Background: an optimization exercise with open tools, aiming at small area, a short achievable clock period and few clock cycles per item. Do not read the settings as production practice.
RTL that was checked went through simulation tests only; none was proved equivalent to the original.
Power figures rest on the tool's default switching activity, not on a simulated workload.

==> flow/design.v <==
module window_line_buffer_kxk #(
  parameter int DATA_WIDTH = 32,
  parameter int K          = 3,
  parameter int MAX_WIDTH  = 64,
  parameter int CNT_W      = 8
) (
  input  logic                         clk,
  input  logic                         rst,
  input  logic                         frame_start,
  input  logic [CNT_W-1:0]             cfg_width,
  input  logic [CNT_W-1:0]             cfg_height,
  input  logic                         cfg_stride2,
  input  logic                         s_valid,
  output logic                         s_ready,
  input  logic [DATA_WIDTH-1:0]        s_data,
  output logic                         m_valid,
  input  logic                         m_ready,
  output logic [K*K*DATA_WIDTH-1:0]    m_window,
  output logic                         m_last,
  output logic                         frame_done,
  output logic                         cfg_err
);
  localparam int DW = DATA_WIDTH;
  localparam int NSEG = 6;    
  logic [5:0]      r_wm1;      
  logic [7:0]      r_hm1;      
  logic            r_s2;
  logic [NSEG-1:0] r_use;      
  logic            r_w3;       
  logic            w_cfg_ok;
  logic [5:0]      w_dly;
  logic [5:0]      w_rest;
  assign w_cfg_ok = (cfg_width >= CNT_W'(3)) && (cfg_width <= CNT_W'(64)) &&
                    (cfg_height >= CNT_W'(3));
  assign w_dly    = r_wm1 - 6'd3;    
  assign w_rest   = (w_dly >= 6'd29) ? (w_dly - 6'd29) : w_dly;
  always_ff @(posedge clk) begin
    if (frame_start) begin
      r_wm1 <= 6'(cfg_width - 8'd1);
      r_hm1 <= cfg_height - 8'd1;
      r_s2  <= cfg_stride2;
    end
  end
  always_ff @(posedge clk) begin
    r_use <= {w_dly >= 6'd29, w_rest[4:0]};
    r_w3  <= (r_wm1 == 6'd2);
  end
  logic       r_run;        
  logic       r_sready;
  logic [5:0] r_icol;
  logic [7:0] r_irow;
  logic       w_push;
  logic       w_col_last;
  logic       w_row_last;
  logic       w_emit;
  logic       w_lastwin;
  assign s_ready = r_sready;
  assign w_push  = s_valid && r_sready;
  assign w_col_last = (r_icol == r_wm1);
  assign w_row_last = (r_irow == r_hm1);
  assign w_emit     = (r_irow >= 8'd2) && (r_icol >= 6'd2) &&
                      (!r_s2 || (!r_irow[0] && !r_icol[0]));
  assign w_lastwin  = w_emit &&
      ({r_icol[5:1], r_icol[0] | r_s2} == {r_wm1[5:1], r_wm1[0] | r_s2}) &&
      ({r_irow[7:1], r_irow[0] | r_s2} == {r_hm1[7:1], r_hm1[0] | r_s2});
  always_ff @(posedge clk) begin
    if (frame_start) begin
      r_icol <= '0;
      r_irow <= '0;
    end else if (w_push) begin
      if (w_col_last) begin
        r_icol <= '0;
        r_irow <= r_irow + 8'd1;
      end else begin
        r_icol <= r_icol + 6'd1;
      end
    end
  end
  logic [DW-1:0] r_fd [2];
  logic [1:0]    r_fe;         
  logic [1:0]    r_fl;         
  logic          r_wp;
  logic          r_rp;
  logic [1:0]    r_cnt;
  logic          w_pop;
  logic [DW-1:0] w_head;
  logic [1:0]    w_cnt_n;
  logic          w_run_n;
  assign w_pop   = (r_cnt != 2'd0) && (!m_valid || m_ready);
  assign w_head  = r_fd[r_rp];
  assign w_cnt_n = r_cnt + 2'(w_push) - 2'(w_pop);
  assign w_run_n = r_run && !(w_push && w_col_last && w_row_last);
  always_ff @(posedge clk) begin
    if (w_push) begin
      r_fd[r_wp] <= s_data;
      r_fe[r_wp] <= w_emit;
      r_fl[r_wp] <= w_lastwin;
    end
  end
  always_ff @(posedge clk or posedge rst) begin
    if (rst) begin
      r_run      <= 1'b0;
      r_sready   <= 1'b0;
      r_wp       <= 1'b0;
      r_rp       <= 1'b0;
      r_cnt      <= 2'd0;
      m_valid    <= 1'b0;
      m_last     <= 1'b0;
      frame_done <= 1'b0;
      cfg_err    <= 1'b0;
    end else if (frame_start) begin
      r_run      <= w_cfg_ok;
      r_sready   <= w_cfg_ok;
      r_wp       <= 1'b0;
      r_rp       <= 1'b0;
      r_cnt      <= 2'd0;
      m_valid    <= 1'b0;
      m_last     <= 1'b0;
      frame_done <= 1'b0;
      cfg_err    <= !w_cfg_ok;
    end else begin
      r_run      <= w_run_n;
      r_sready   <= w_run_n && (w_cnt_n != 2'd2);
      r_cnt      <= w_cnt_n;
      if (w_push) r_wp <= !r_wp;
      if (w_pop)  r_rp <= !r_rp;
      frame_done <= m_valid && m_ready && m_last;
      if (w_pop) begin
        m_valid <= r_fe[r_rp];
        m_last  <= r_fl[r_rp];
      end else if (m_ready) begin
        m_valid <= 1'b0;
        m_last  <= 1'b0;
      end
    end
  end
  logic [DW-1:0] r_tap [9];
  logic [DW-1:0] w_dl_in  [2];
  logic [DW-1:0] w_dl_out [2];
  assign w_dl_in[0] = r_tap[2];
  assign w_dl_in[1] = r_tap[5];
  for (genvar l = 0; l < 2; l++) begin : g_line
    logic [DW-1:0] w_si [NSEG+1];
    logic [DW-1:0] r_fix;
    for (genvar s = 0; s < NSEG; s++) begin : g_seg
      localparam int L = (s == 5) ? 29 : (1 << s);
      logic [DW-1:0] r_sr [L];
      always_ff @(posedge clk) begin
        if (w_pop) begin
          r_sr[0] <= w_si[s];
          for (int k = 1; k < L; k++) r_sr[k] <= r_sr[k-1];
        end
      end
      if (s == 2) begin : g_fix
        always_ff @(posedge clk) begin
          if (w_pop) r_fix <= r_use[s] ? r_sr[L-1] : w_si[s];
        end
        assign w_si[s+1] = r_fix;
      end else begin : g_byp
        assign w_si[s+1] = r_use[s] ? r_sr[L-1] : w_si[s];
      end
    end
    assign w_si[0]     = w_dl_in[l];
    assign w_dl_out[l] = r_w3 ? w_dl_in[l] : w_si[NSEG];
  end
  always_ff @(posedge clk) begin
    if (w_pop) begin
      r_tap[0] <= w_head;
      r_tap[1] <= r_tap[0];
      r_tap[2] <= r_tap[1];
      r_tap[3] <= w_dl_out[0];
      r_tap[4] <= r_tap[3];
      r_tap[5] <= r_tap[4];
      r_tap[6] <= w_dl_out[1];
      r_tap[7] <= r_tap[6];
      r_tap[8] <= r_tap[7];
    end
  end
  always_comb begin
    for (int q = 0; q < 9; q++) m_window[q*DW +: DW] = r_tap[8-q];
  end
endmodule
Settings: LEC_CHECK=0, CAP_MARGIN=20, CORE_MARGIN=2, CORE_UTILIZATION=70, CTS_CLUSTER_DIAMETER=60, CTS_CLUSTER_SIZE=24, PLACE_DENSITY=0.75, SETUP_SLACK_MARGIN=3.3, SLEW_MARGIN=20; clock period 6.0 ns.
standard.sh (not shown) runs the stock make flow with config.mk's settings and CLKGATE_MAP_FILE= SYNTH_SCRIPT=/design/flow/synth_recipe.tcl, a recipe that flattens the netlist after the stock synthesis.
==> flow/flow/run.sh <==
#!/bin/bash
set -uo pipefail
export BUFFER_PORTS_ARGS="-buffer_cell sky130_fd_sc_hd__buf_4"
bash standard.sh > standard_flow.log 2>&1
Then changed:
--- a/flow/design.v
+++ b/flow/design.v
@@ -22,17 +22,16 @@
 );
   localparam int DW = DATA_WIDTH;
-  localparam int NSEG = 6;    
+  localparam int NSEG = 6;
   logic [5:0]      r_wm1;      
   logic [7:0]      r_hm1;      
   logic            r_s2;
   logic [NSEG-1:0] r_use;      
-  logic            r_w3;       
   logic            w_cfg_ok;
-  logic [5:0]      w_dly;
-  logic [5:0]      w_rest;
+  logic [7:0]      w_dly;
+  logic [7:0]      w_rest;
   assign w_cfg_ok = (cfg_width >= CNT_W'(3)) && (cfg_width <= CNT_W'(64)) &&
                     (cfg_height >= CNT_W'(3));
-  assign w_dly    = r_wm1 - 6'd3;    
-  assign w_rest   = (w_dly >= 6'd29) ? (w_dly - 6'd29) : w_dly;
+  assign w_dly    = cfg_width - 8'd3;
+  assign w_rest   = (w_dly >= 8'd30) ? (w_dly - 8'd30) : w_dly;
   always_ff @(posedge clk) begin
     if (frame_start) begin
@@ -40,9 +39,6 @@
       r_hm1 <= cfg_height - 8'd1;
       r_s2  <= cfg_stride2;
+      r_use <= {w_dly >= 8'd30, w_rest[4:0]};
     end
-  end
-  always_ff @(posedge clk) begin
-    r_use <= {w_dly >= 6'd29, w_rest[4:0]};
-    r_w3  <= (r_wm1 == 6'd2);
   end
   logic       r_run;        
@@ -142,7 +138,7 @@
   for (genvar l = 0; l < 2; l++) begin : g_line
     logic [DW-1:0] w_si [NSEG+1];
-    logic [DW-1:0] r_fix;
+    assign w_si[0] = w_dl_in[l];
     for (genvar s = 0; s < NSEG; s++) begin : g_seg
-      localparam int L = (s == 5) ? 29 : (1 << s);
+      localparam int L = (s == 5) ? 30 : (1 << s);
       logic [DW-1:0] r_sr [L];
       always_ff @(posedge clk) begin
@@ -152,15 +148,7 @@
         end
       end
-      if (s == 2) begin : g_fix
-        always_ff @(posedge clk) begin
-          if (w_pop) r_fix <= r_use[s] ? r_sr[L-1] : w_si[s];
-        end
-        assign w_si[s+1] = r_fix;
-      end else begin : g_byp
-        assign w_si[s+1] = r_use[s] ? r_sr[L-1] : w_si[s];
-      end
+      assign w_si[s+1] = r_use[s] ? r_sr[L-1] : w_si[s];
     end
-    assign w_si[0]     = w_dl_in[l];
-    assign w_dl_out[l] = r_w3 ? w_dl_in[l] : w_si[NSEG];
+    assign w_dl_out[l] = w_si[NSEG];
   end
   always_ff @(posedge clk) begin
The new run produced a clean layout; register-to-register slack gains 0.15 ns; via count goes down by 2.1%; total power is lower by 2.8%; non-clock buffer count shrinks by 74; sequential share of layout area came out higher by 0.13 points; maximum frequency rose by about 1%; area after synthesis is about the same; core utilization falls by 0.21 points; cell area is about the same; cell count is higher by 0.53%; setup slack gains 0.027 ns; count of clock-buffer cells in the layout falls by 5.
Testbench counts after the change, summed over its fixed seeds: cycles 95,280, items 95,003.
Function not checked in the first run of this note: the RTL went through the layout flow alone.

port drivers added, routing unchanged:
How much do the figures lean on ideal ports? The routed layouts below were timed once more, with nothing changed but the port constraints. Step 1 assumes that a clkbuf_16 drives the clock port and a buf_2 every other input. Step 2 times the ports against the registers' clock, not the clock port: input delays grow and output delays shrink by t, the midpoint of the rising clock arrivals with the driver on. a / b / c = ideal ports / drivers / drivers and shift; a / b = the first two.
run | t, ns | slack for setup (ns) | worst setup path at the end | worst data-port slew with drivers (ns) | cell pins on the clock port's net
the first run | 0.953 | 3.162 / 3.076 / 2.744 | input to register | 0.07 | 1
the second run | 0.953 | 3.190 / 3.097 / 2.479 | input to register | 0.08 | 1
After both steps setup and hold are still met in every run listed. The setup slack of the second run, which loses most, moves by -0.093 ns with the drivers and by -0.711 ns with both steps.
